Source: an optimization exercise on an open RTL-to-GDS flow (aim: small area, a short achievable clock period and few clock cycles). Production flows keep margins and buffers that such runs may drop. For this run, only the layout was checked, not whether the RTL still works.

[design.v]
package edge_pkg;
  localparam int LINE_LENGTH    = 16;                           
  localparam int LINE_COUNT     = 6;                            
  localparam int PIX_PER_WORD   = 4;                            
  localparam int WORDS_PER_LINE = LINE_LENGTH / PIX_PER_WORD;   
  typedef logic [7:0]  pixel_t;   
  typedef logic [31:0] word_t;    
  typedef logic [15:0] addr_t;    
  localparam int SRC_BASE = 0;                                  
  localparam int DST_BASE = WORDS_PER_LINE * LINE_COUNT;        
  localparam int LAST_STEP = 49;
endpackage
`timescale 1ns/1ps
module sobel_lane (
  input  logic [9:0]        s0,    
  input  logic [9:0]        s2,    
  input  logic signed [8:0] d0,    
  input  logic signed [8:0] d1,    
  input  logic signed [8:0] d2,    
  output edge_pkg::pixel_t  pix
);
  logic signed [10:0] dx;
  logic signed [10:0] dy;
  logic [9:0]         ax;
  logic [9:0]         ay;
  logic [10:0]        mag;
  logic [10:0] ndx;
  logic [10:0] ndy;
  assign dx  = {1'b0, s2} - {1'b0, s0};
  assign dy  = {{2{d0[8]}}, d0} + {{2{d2[8]}}, d2} + {d1[8], d1, 1'b0};
  assign ndx = -dx;
  assign ndy = -dy;
  assign ax  = dx[10] ? ndx[9:0] : dx[9:0];
  assign ay  = dy[10] ? ndy[9:0] : dy[9:0];
  assign mag = {1'b0, ax} + {1'b0, ay};
  assign pix = (mag[10:8] != 3'd0) ? 8'hff : mag[7:0];
endmodule
`timescale 1ns/1ps
module line_buffer (
  input  logic                 clk,
  input  logic                 push,     
  input  logic                 row0,     
  input  logic                 vpush,    
  input  logic                 lclamp,   
  input  logic                 rclamp,   
  input  edge_pkg::word_t      data_r,
  output logic [5:0][7:0]      top,      
  output logic [5:0][7:0]      mid,
  output logic [5:0][7:0]      bot
);
  edge_pkg::word_t q [10];
  edge_pkg::pixel_t q10;
  always_ff @(posedge clk) begin
    if (push) begin
      q[0] <= vpush ? q[3] : data_r;
      q[1] <= q[0];
      q[2] <= q[1];
      q[3] <= q[2];
      q[4] <= row0 ? data_r : q[3];
      q[5] <= q[4];
      q[6] <= q[5];
      q[7] <= q[6];
      q[8] <= q[7];
      q[9] <= q[8];
      q10  <= q[9][31:24];
    end
  end
  assign bot = {rclamp ? q[1][31:24] : q[0][7:0], q[1], lclamp ? q[1][7:0] : q[2][31:24]};
  assign mid = {rclamp ? q[5][31:24] : q[4][7:0], q[5], lclamp ? q[5][7:0] : q[6][31:24]};
  assign top = {rclamp ? q[9][31:24] : q[8][7:0], q[9], lclamp ? q[9][7:0] : q10};
endmodule
`timescale 1ns/1ps
module acc_control (
  input  logic            clk,
  input  logic            reset,
  input  logic            start,
  output logic            finish,
  output edge_pkg::addr_t addr,
  output logic            en,
  output logic            we,
  output logic            push,     
  output logic            row0,     
  output logic            vpush,    
  output logic            lclamp,   
  output logic            rclamp    
);
  typedef enum logic [1:0] {IDLE, RUN, DONE} state_t;
  state_t     state;
  logic [5:0] step;      
  logic [5:0] nxt;
  logic [4:0] rd_ptr;    
  logic [5:0] wr_ptr;    
  logic [5:0] addr_q;
  logic       rd_n;
  logic       wr_n;
  function automatic logic is_read(input logic [5:0] t);
    is_read = (t >= 6'd1 && t <= 6'd9) || (t >= 6'd14 && t <= 6'd17) ||
              (t >= 6'd22 && t <= 6'd25) || (t >= 6'd30 && t <= 6'd33) ||
              (t >= 6'd38 && t <= 6'd40);
  endfunction
  function automatic logic is_write(input logic [5:0] t);
    is_write = (t >= 6'd10 && t <= 6'd13) || (t >= 6'd18 && t <= 6'd21) ||
               (t >= 6'd26 && t <= 6'd29) || (t >= 6'd34 && t <= 6'd37) ||
               (t >= 6'd42 && t <= 6'd49);
  endfunction
  function automatic logic is_vread(input logic [5:0] t);
    is_vread = (t >= 6'd41 && t <= 6'd45);
  endfunction
  function automatic logic is_lc(input logic [5:0] t);
    is_lc = (t == 6'd6) || (t == 6'd14) || (t == 6'd22) || (t == 6'd30) ||
            (t == 6'd38) || (t == 6'd42);
  endfunction
  function automatic logic is_rc(input logic [5:0] t);
    is_rc = (t == 6'd9) || (t == 6'd17) || (t == 6'd25) || (t == 6'd33) ||
            (t == 6'd41) || (t == 6'd45);
  endfunction
  assign nxt  = step + 6'd1;
  assign rd_n = is_read(nxt);
  assign wr_n = is_write(nxt);
  assign addr = {10'd0, addr_q};
  always_ff @(posedge clk or posedge reset) begin
    if (reset) begin
      state  <= IDLE;
      step   <= '0;
      en     <= 1'b0;
      we     <= 1'b0;
      finish <= 1'b0;
      push   <= 1'b0;
      row0   <= 1'b0;
      vpush  <= 1'b0;
      lclamp <= 1'b0;
      rclamp <= 1'b0;
    end else begin
      push   <= (state == RUN) && (is_read(step) || is_vread(step));
      row0   <= (step <= 6'd4);
      vpush  <= is_vread(step);
      lclamp <= is_lc(step - 6'd1);
      rclamp <= is_rc(step - 6'd1);
      case (state)
        IDLE: begin
          if (start) begin
            state <= RUN;
            step  <= 6'd1;
            en    <= 1'b1;
            we    <= 1'b0;
          end
        end
        RUN: begin
          step <= nxt;
          en   <= rd_n || wr_n;
          we   <= wr_n;
          if (step == 6'(edge_pkg::LAST_STEP)) begin
            state  <= DONE;
            finish <= 1'b1;
            en     <= 1'b0;
          end
        end
        DONE: begin
          step <= '0;
          if (!start) begin
            state  <= IDLE;
            finish <= 1'b0;
          end
        end
        default: state <= IDLE;
      endcase
    end
  end
  always_ff @(posedge clk) begin
    if (state == IDLE) begin
      addr_q <= 6'd0;
      rd_ptr <= 5'd1;
      wr_ptr <= 6'(edge_pkg::DST_BASE);
    end else begin
      if (rd_n) begin
        addr_q <= {1'b0, rd_ptr};
        rd_ptr <= rd_ptr + 5'd1;
      end
      if (wr_n) begin
        addr_q <= wr_ptr;
        wr_ptr <= wr_ptr + 6'd1;
      end
    end
  end
endmodule
`timescale 1ns/1ps
module edge_acc (
  input  logic            clk,
  input  logic            reset,
  input  logic            start,    
  output logic            finish,   
  output edge_pkg::addr_t addr,
  output logic            en,
  output logic            we,
  output edge_pkg::word_t data_w,
  input  edge_pkg::word_t data_r
);
  logic push, row0, vpush, lclamp, rclamp;
  logic [5:0][7:0] top, mid, bot;
  logic [9:0]        s_q [6];    
  logic signed [8:0] d_q [6];    
  edge_pkg::pixel_t  lane_pix [4];
  acc_control u_ctrl (
    .clk    (clk),
    .reset  (reset),
    .start  (start),
    .finish (finish),
    .addr   (addr),
    .en     (en),
    .we     (we),
    .push   (push),
    .row0   (row0),
    .vpush  (vpush),
    .lclamp (lclamp),
    .rclamp (rclamp)
  );
  line_buffer u_lbuf (
    .clk    (clk),
    .push   (push),
    .row0   (row0),
    .vpush  (vpush),
    .lclamp (lclamp),
    .rclamp (rclamp),
    .data_r (data_r),
    .top    (top),
    .mid    (mid),
    .bot    (bot)
  );
  always_ff @(posedge clk) begin
    for (int c = 0; c < 6; c++) begin
      s_q[c] <= {2'b00, top[c]} + {1'b0, mid[c], 1'b0} + {2'b00, bot[c]};
      d_q[c] <= {1'b0, top[c]} - {1'b0, bot[c]};
    end
  end
  for (genvar j = 0; j < 4; j++) begin : g_lane
    sobel_lane u_lane (
      .s0  (s_q[j]),
      .s2  (s_q[j + 2]),
      .d0  (d_q[j]),
      .d1  (d_q[j + 1]),
      .d2  (d_q[j + 2]),
      .pix (lane_pix[j])
    );
  end
  always_ff @(posedge clk) begin
    for (int j = 0; j < 4; j++) begin
      data_w[8*j +: 8] <= lane_pix[j];   
    end
  end
endmodule
[run.sh]
#!/bin/bash
# synth_recipe.tcl (not shown) runs the flow's synth.tcl, then flattens the netlist and writes it again
# the make line also repeats each setting of config.mk as NAME=value (left out here)
make -C /OpenROAD-flow-scripts/flow DESIGN_CONFIG=/design/flow/config.mk WORK_HOME=/design/flow/orfs CLKGATE_MAP_FILE= SYNTH_SCRIPT=/design/flow/synth_recipe.tcl finish
[config.mk]
export PLATFORM = sky130hd
export DESIGN_NAME = edge_acc
export DESIGN_NICKNAME = edge_acc
export VERILOG_FILES = /design/flow/design.v
export SDC_FILE = /design/flow/constraint.sdc
export NUM_CORES = 4
export LEC_CHECK = 0
export CAP_MARGIN = 20
export CORE_MARGIN = 2
export CORE_UTILIZATION = 30
export SLEW_MARGIN = 20
[constraint.sdc]
create_clock -name core_clock -period 11.0 [get_ports {clk}]
set_input_delay 2.2000 -clock core_clock [delete_from_list [all_inputs] [get_ports {clk}]]
set_output_delay 2.2000 -clock core_clock [all_outputs]
set_load 0.01 [all_outputs]
==> summary.txt <==
-- worst max-delay path, cell delays in order, from the launching register on --
cell and delay (ps):
dfxtp_1 350, inv_1 160, ha_1 210, inv_1 60
fa_1 410, a21oi_1 210, o21ai_0 170, o41ai_1 520
o21bai_1 110, a21oi_1 670, a21oi_1 220, fa_1 460
nor2b_1 120, o21ai_0 100, a21boi_0 240, o21ai_0 160
or4_1 480, o21ai_1 430, o211ai_1 170
-- path summary, 6_finish.rpt --
kind                                       from         endpoint  slack [ps]  depth (start not counted)
worst max-delay path                  d_q[3][0]       data_w[11]        5600                         18
worst min-delay path            u_lbuf.q[2][13]  u_lbuf.q[3][13]         380                          0
worst max register to register        d_q[3][0]       data_w[11]        5600                         18
worst min register to register  u_lbuf.q[2][13]  u_lbuf.q[3][13]         380                          0
max in group asynchronous                 reset      u_ctrl.push        8530                          2
min in group asynchronous                 reset        u_ctrl.en        1980                          2
-- per-layer routing --
metal	wire length, µm	up-vias	share of wire [%]
met5	16	-	0.027
met4	1590	2	2.7
met3	2020	78	3.4
met2	28100	223	47
met1	27900	8113	47
li1	-	8544	-
-- cells in the mapped netlist, types with 10 or more instances --
library cell | count | area share (%)
nor2_1 | 135 | 1.8
xnor2_1 | 119 | 3.7
a211oi_1 | 22 | 0.59
inv_1 | 224 | 3.0
buf_4 | 11 | 0.30
a21o_1 | 46 | 1.2
mux2_2 | 98 | 4.0
ha_1 | 239 | 11
dfxtp_1 | 157 | 11
buf_1 | 10 | 0.13
o21ai_0 | 126 | 2.3
xor2_1 | 73 | 2.3
nand3_1 | 24 | 0.43
o21bai_1 | 10 | 0.27
clkbuf_1 | 18 | 0.24
fa_1 | 102 | 7.3
mux2i_1 | 28 | 1.0
nand2_1 | 105 | 1.4
a21oi_1 | 97 | 1.7
o22ai_1 | 11 | 0.25
nand2b_1 | 37 | 0.83
nor3_1 | 31 | 0.56
nor2b_1 | 49 | 1.1
a21boi_0 | 22 | 0.59
dfrtp_1 | 16 | 1.4
edfxtp_1 | 328 | 35
o211ai_1 | 18 | 0.49
o31ai_1 | 12 | 0.32
o21a_1 | 28 | 0.76
-- placed cells by master, fill, tap and decap left out, types with 22 or more instances in the layout --
cell             count
a211oi_1            22
a21boi_0            22
a21o_1              46
a21oi_1             97
clkbuf_16           54
clkdlybuf4s50_1     75
dfxtp_1            157
edfxtp_1           328
fa_1               102
ha_1               239
inv_1              224
mux2_2              98
mux2i_1             28
nand2_1            105
nand2b_1            37
nand3_1             24
nor2_1             135
nor2b_1             49
nor3_1              31
o21a_1              28
o21ai_0            126
xnor2_1            119
xor2_1              73
-- cells by family (layout without fill, tap and decap cells) --
group | Yosys count | count (layout)
buf+inv | 272 | 411
mux | 128 | 128
compound gates | 456 | 456
fa+ha+maj | 341 | 341
xor+xnor | 192 | 192
flops | 501 | 501
simple gates | 461 | 461
other cells | 1 | 10
-- stage by stage --
step / hold slack, ps / area (µm²)
finish: 379 / 31800
global route: 380 / 31800
CTS: 372 / 31800
detailed placement: 405 / 30000
global placement: 400 / 30000
floorplan: 400 / 27900
-- final cells by class --
class	count	area, µm²	share of cell area, %
flip-flops and latches	501	13400	42.1
multi-input cells	1588	13400	42.1
well taps	1243	1560	4.89
clock buffers	59	1370	4.31
inverters	226	848	2.67
repair buffers	83	811	2.55
clock inverters	43	438	1.38
-- sequential cells by signal, indices dropped and copies added, names as in the netlist, 2 cells and up --
| name | cells |
|---|---|
| u_lbuf.q | 320 |
| s_q | 55 |
| d_q | 53 |
| data_w | 32 |
| u_lbuf.q10 | 8 |
| u_ctrl.addr_q | 6 |
| u_ctrl.step | 6 |
| u_ctrl.wr_ptr | 6 |
| u_ctrl.rd_ptr | 5 |
| u_ctrl.state | 2 |
==> summary.md <==
| Metric | Value |
|---|---|
| Adder-cell share of the synthesized area | `18.1%` |
| Crit path launch type | `flip-flop` |
| DIE HEIGHT | `around 310 µm` |
| First-pass GRT wire length | `about 94 mm` |
| Initial antenna violation count | `1` |
| Vias in the first global route | `~17,000` |
| Min Tclk post-route | `between 5000 and 6000 ps` |
| Die W | `a little over 300 µm` |
| First-pass iteration count of the detailed router | `5` |
| Worst skew pair latency | `640 ps` |
| Number of nets with antenna violations after routing | `0` |
| Fraction of layout cells with a size suffix above 1 | `under 10%` |
| Ports | `86` |
| Post-Route WL | `roughly 60 mm` |
| # setup viols final | `0` |
| Largest net degree at the start of global routing | `between 80 and 90` |
| Synthesized flop and latch total | `501` |
| CP Data Arrival Time | `approximately 6000 ps` |
| Gr usage total | `~13%` |
| Final period util | `between 40% and 50%` |
| Number of CTS-inserted buffers | `between 50 and 60` |
| CTS tree | `done` |
| Vias per std cell | `approximately 4.5` |
| Post-CTS Setup Repair Bufs | `0` |
| Fin. max-slew vios | `0` |
| Iteration-0 DRC Markers | `between 1,000 and 1,500` |
| Worst-case headroom to the max-slew limit | `31.4%` |
| Asr flop ratio synth | `3.19%` |
| Area Growth Syn to Fin | `14.3%` |
| Gr ovfl total | `0` |
| Seq/Total Area, Yosys | `48.1%` |
| Post-synth EDFFs | `roughly 330` |
| Post-CTS Hold Buffers | `0` |
| GR Util met1 | `between 10% and 20%` |
| Worst Setup End Kind | `flip-flop` |
| Multiplexer area fraction after synthesis | `slightly above 5%` |
| Clk sinks | `501` |
| Drc violations | `0` |
| Post-synthesis simple-gate area fraction | `approximately 8.3%` |
| Synth warn | `9` |
| Final worst slack | `5600 ps` |
| Post-synthesis compound-gate area fraction | `between 10% and 20%` |
| Cell row count | `approximately 110` |
| Post-Syn Area per Cell | `between 10 and 15 µm²` |
| Post-synth cell types | `between 80 and 90` |
| Setup TNS | `0 ps` |
| Htree depth | `2` |
| Core area | `between 90,000 and 100,000 µm²` |
| Fin util | `between 30% and 40%` |
| Layer with the highest usage | `met2` |
| Worst Path Required | `11,460 ps` |
| Post-route insts no fill | `roughly 3,700` |
| Placed Cells | `~3,600` |
| Worst-margin pin slew | `1030 ps` |
| Post-CTS Resized | `0` |
| FMAX | `between 150 and 200 MHz` |
| I/O Buffers | `75` |
| HP Class | `reg2reg` |
| Clock Tree Buf Depth | `3` |
| DPL Wire Length | `46.4 mm` |
| # diodes | `0` |
| Avg WL per Cell | `15.9 µm` |
| Unrepaired setup endpoints after global routing | `no` |
| Final Hold Vio Count | `0` |
| M3 GR Usage | `approximately 2.0%` |
| Crit path max fanout | `11` |
| Max_cap viols | `0` |
| Worst setup path class | `reg2reg` |
| Nets | `2,830` |
| Mapped cell area | `27,800 µm²` |
| Setup clock skew after layout | `57.6 ps` |
| Vias | `approximately 17,000` |
| Largest family of logic cells by synthesized area | `adder cells` |
| Post-Synth XOR/XNOR Area | `under 10%` |
| Place WS | `5650 ps` |
| Layout filler cell count | `around 9,100` |
| Status | `complete, no violations` |
| Clock slew at the register clock pins of the worst setup and hold paths | `~70 ps` |
| Cells after Synth | `2,352` |
| Post-synth top flop | `edfxtp_1` |
| GPL Wtd Cong | `0.858` |
| Met2 global-route usage | `21.4%` |
| Root buffer cell | `clkbuf_16` |
| Die ar. | `95,200 µm²` |
| Initial Utilization | `30.3%` |

[port drivers added, routing unchanged]
No port has a modelled driver above. Below, the same layout with a new extraction and two added sets of constraints. Step 1 assumes that a clkbuf_16 drives the clock port and a buf_2 every other input. Step 2 moves the port delays by t, midway between the first and last clock arrival at a register: inputs arrive t later, outputs are due t later. That takes back most of the time a late clock gives input paths. a / b / c = no drivers / after step 1 / after step 2; a / b = the first two.
t, ns: 0.674
slack for setup (ns): 5.598 / 5.598 / 5.598
hold slack, ns: 0.379 / 0.379 / 0.379
worst setup path at the end: register to register
worst slew at a driven data input, ns: 0.08
After both steps setup and hold are still met in this run. The setup slack of this run moves by 0.000 ns with the drivers and by 0.000 ns with both steps.
